Context: an optimization exercise on an open-source flow, tuned for small area and a short achievable clock period. The choices shown serve that exercise and are no tape-out recipe. Only simulation tests tie the RTL to the original design; equivalence was not proved. Power figures rest on the tool's default switching activity, not on a simulated workload.

## zic_mmr_ctrl
module zic_mmr_ctrl #(
	parameter int                 NUM_IRQ  = 48,
	parameter zic_pkg::zic_addr_t MMR_BASE = 16'h1000
)
(
	input  logic                zic_clk,
	input  logic                zic_rst,
	input  logic                wdt_reset_i,
	input  zic_pkg::zic_addr_t  zic_mmr_write_addr_i,
	input  zic_pkg::zic_data_t  zic_mmr_write_data_i,
	input  logic                zic_mmr_write_en_i,
	input  zic_pkg::zic_addr_t  zic_mmr_read_addr_i,
	input  logic                zic_mmr_read_en_i,
	input  logic [NUM_IRQ-1:0]  zic_int_pending_i,
	input  logic                zic_int_pending_valid_i,
	input  logic [NUM_IRQ-1:0]  zic_int_enable_i,
	input  logic                zic_int_enable_valid_i,
	output logic [NUM_IRQ-1:0]  zic_int_en_o,
	output zic_pkg::zic_data_t  zic_mmr_read_data_o,
	output logic                zic_mmr_read_valid_o
);
For scale: about 1900 cells after synthesis, about 490 flip-flops, ~23000 sq um of cells after synthesis.
clock: 4.0 ns
lec_check: 0
cap_margin: 20
core_margin: 2
core_utilization: 60
gpl_timing_driven: 1
place_density: 0.75
setup_slack_margin: 2.6
slew_margin: 20
synth_hierarchical: 1
tns_end_percent: 0
standard.sh (not shown) runs the stock make flow with config.mk's settings and CLKGATE_MAP_FILE= SYNTH_SCRIPT=/design/flow/synth_recipe.tcl, a recipe that flattens the netlist after the stock synthesis.
==> flow/flow/run.sh <==
#!/bin/bash
# Standard ORFS layout (the standard.sh) with:
#  - small plain buffers on the ports instead of the delay cell that
#    buffer_ports picks by default;
#  - clock tree built from clkbuf_16 sink clusters, without dummy loads;
#  - combinational cells reset to drive strength 1 after floorplan
#    (downsize.tcl), so that timing repair sizes up only what it needs;
#  - one more worst-path setup repair after global routing (post_grt.tcl).
set -e
export BUFFER_PORTS_ARGS="-buffer_cell sky130_fd_sc_hd__buf_2"
export CTS_ARGS="-sink_clustering_enable -repair_clock_nets -dont_use_dummy_load -buf_list sky130_fd_sc_hd__clkbuf_16 -sink_clustering_size 25 -sink_clustering_max_diameter 80"
export POST_FLOORPLAN_TCL="$PWD/flow/downsize.tcl"
export POST_GLOBAL_ROUTE_TCL="$PWD/flow/post_grt.tcl"
bash standard.sh > standard.log 2>&1
==> flow/flow/downsize.tcl <==
# Start every combinational cell from synthesis at its smallest drive
# strength; the timing repair later in the flow sizes up what paths need.
# Registers, tie cells and tap cells are left as they are.
set n 0
foreach inst [[ord::get_db_block] getInsts] {
  set m [[$inst getMaster] getName]
  if {![regexp {^sky130_fd_sc_hd__(\w+?)_(\d+)$} $m -> fn sz]} { continue }
  if {[regexp {^(df|sdf|edf|sedf|dl|conb|tap|fill|decap|clk)} $fn]} { continue }
  if {$sz eq "0" || $sz eq "1"} { continue }
  set target sky130_fd_sc_hd__${fn}_1
  if {[llength [get_lib_cells -quiet $target]] == 0} { continue }
  replace_cell [$inst getName] $target
  incr n
}
puts "downsize: $n cells set to drive strength 1"
==> flow/flow/post_grt.tcl <==
# After global routing: one more setup repair, on the worst path only,
# with global-route parasitics, then re-legalise and re-route the nets
# it touched (as global_route.tcl does after its own repairs).
estimate_parasitics -global_routing
repair_timing -setup -setup_margin 3.0 -repair_tns 0 -max_passes 50 -verbose
global_route -start_incremental
detailed_placement
global_route -end_incremental
estimate_parasitics -global_routing
==> next run, changes <==
--- a/flow/flow/run.sh
+++ b/flow/flow/run.sh
@@ -8,0 +9 @@
+#  - resistance-aware global routing.
@@ -13,0 +15 @@
+export ENABLE_RESISTANCE_AWARE=1
--- a/flow/config.mk
+++ b/flow/config.mk
@@ -11 +10,0 @@
-export GPL_TIMING_DRIVEN = 1
The changed run ran to the end with no violations.
Synthesized area does not change.
Cell count is about the same.
Clock skew barely changes.
Cell area is about the same.
Routed wire length hardly moves.
Setup slack improves by 0.012 ns.
Maximum frequency climbs by 0.60%.
Critical path depth climbs by 1.
Utilization climbs by 0.14 points.
Sequential share of layout area drops by 0.10 points.
==> next run, changes <==
--- a/flow/flow/run.sh
+++ b/flow/flow/run.sh
@@ -7,3 +7 @@
-#    (downsize.tcl), so that timing repair sizes up only what it needs;
-#  - one more worst-path setup repair after global routing (post_grt.tcl).
-#  - resistance-aware global routing.
+#    (downsize.tcl), so that timing repair sizes up only what it needs.
@@ -14,2 +11,0 @@
-export POST_GLOBAL_ROUTE_TCL="$PWD/flow/post_grt.tcl"
-export ENABLE_RESISTANCE_AWARE=1
removed: flow/flow/post_grt.tcl
After rerunning: Sequential share of layout area went up by 0.18 points. Setup slack got worse by 0.012 ns. Flip-flop and latch count stays the same. Critical path depth went down by 1. Clock-buffer cell count stays the same. Final cell count hardly moves.
==> next run, changes <==
--- a/flow/flow/run.sh
+++ b/flow/flow/run.sh
@@ -7 +7,2 @@
-#    (downsize.tcl), so that timing repair sizes up only what it needs.
+#    (downsize.tcl), so that timing repair sizes up only what it needs;
+#  - one more worst-path setup repair after global routing (post_grt.tcl).
@@ -11,0 +13 @@
+export POST_GLOBAL_ROUTE_TCL="$PWD/flow/post_grt.tcl"
==> flow/flow/post_grt.tcl (new file) <==
# After global routing: more setup repair on the worst path, with
# global-route parasitics, in a few rounds; after each round re-legalise
# and re-route the nets it touched (as global_route.tcl does after its own
# repairs), so the next round sees the updated routes.
for {set round 0} {$round < 4} {incr round} {
  estimate_parasitics -global_routing
  repair_timing -setup -setup_margin 3.0 -repair_tns 0 -max_passes 50 -verbose
  global_route -start_incremental
  detailed_placement
  global_route -end_incremental
}
estimate_parasitics -global_routing
=>
- power barely changes
- final area barely changes
- setup slack stays flat
- fmax barely changes
- critical path depth stays the same
- routed wire length increases by 0.43%
- utilization increases by 0.11 points
==> next run, changes <==
--- a/flow/flow/run.sh
+++ b/flow/flow/run.sh
@@ -7,0 +8,2 @@
+#  - buf_1 port buffers on the slack-rich hardware load vector inputs
+#    (post_gp.tcl);
@@ -12,0 +15 @@
+export POST_GLOBAL_PLACE_TCL="$PWD/flow/post_gp.tcl"
==> flow/flow/post_gp.tcl (new file) <==
# The hardware load vectors (zic_int_pending_i, zic_int_enable_i) feed one
# mux input each and have several ns of slack: give their port buffers
# the smallest plain buffer instead of buf_2.
set n 0
foreach bt [[ord::get_db_block] getBTerms] {
  if {![string match "zic_int_pending_i*" [$bt getName]] && ![string match "zic_int_enable_i*" [$bt getName]]} { continue }
  set net [$bt getNet]
  if {$net eq "NULL"} { continue }
  foreach it [$net getITerms] {
    set inst [$it getInst]
    if {[[$inst getMaster] getName] eq "sky130_fd_sc_hd__buf_2"} {
      replace_cell [$inst getName] sky130_fd_sc_hd__buf_1
      incr n
    }
  }
}
puts "post_gp: $n port buffers set to buf_1"
==> flow/flow/post_grt.tcl (replaced) <==
# After global routing: one more setup repair, on the worst path only,
# with global-route parasitics, then re-legalise and re-route the nets
# it touched (as global_route.tcl does after its own repairs).
estimate_parasitics -global_routing
repair_timing -setup -setup_margin 3.0 -repair_tns 0 -max_passes 50 -verbose
global_route -start_incremental
detailed_placement
global_route -end_incremental
estimate_parasitics -global_routing
=>
- clock skew went up by 0.0092 ns
- wire length is higher slightly
- combinational power decreases slightly
- cell count stays flat
- count of clock-buffer cells in the layout shrinks by 1
- critical path depth increases by 1
- global-route usage is about the same
- utilization went down by 0.32 points

[separate check: timing with driven ports]
How much do the figures lean on ideal ports? The routed layouts below were timed once more, with nothing changed but the port constraints.
Step 1 (the two cells are an assumption about what drives the block):
set clk [get_ports {zic_clk}]
set_driving_cell -lib_cell sky130_fd_sc_hd__clkbuf_16 $clk
set_driving_cell -lib_cell sky130_fd_sc_hd__buf_2 [delete_from_list [all_inputs] $clk]
Step 2 adds t to the input delays and takes it off the output delays; t is the mean of the earliest and latest rising clock arrival at the registers after step 1. Input paths then give back, and output paths get back, about the clock's delay inside the block.
Three values: ideal, step 1, step 2; two values: the first two.
run | shift t [ns] | setup slack, ns | worst setup path at the end | worst slew at a driven data input, ns
the first run | 0.636 | 1.970 / 1.975 / 1.353 | input to register | 0.08
the second run | 0.639 | 1.982 / 1.972 / 1.341 | input to register | 0.08
the third run | 0.635 | 1.970 / 1.970 / 1.349 | input to register | 0.08
the fourth run | 0.636 | 1.970 / 1.975 / 1.353 | input to register | 0.08
the fifth run | 0.633 | 1.988 / 1.976 / 1.356 | input to register | 0.09
After both steps every run listed still meets setup and hold. For the second run, which loses most, drivers alone change the setup slack by -0.010 ns; drivers and shift together by -0.641 ns.
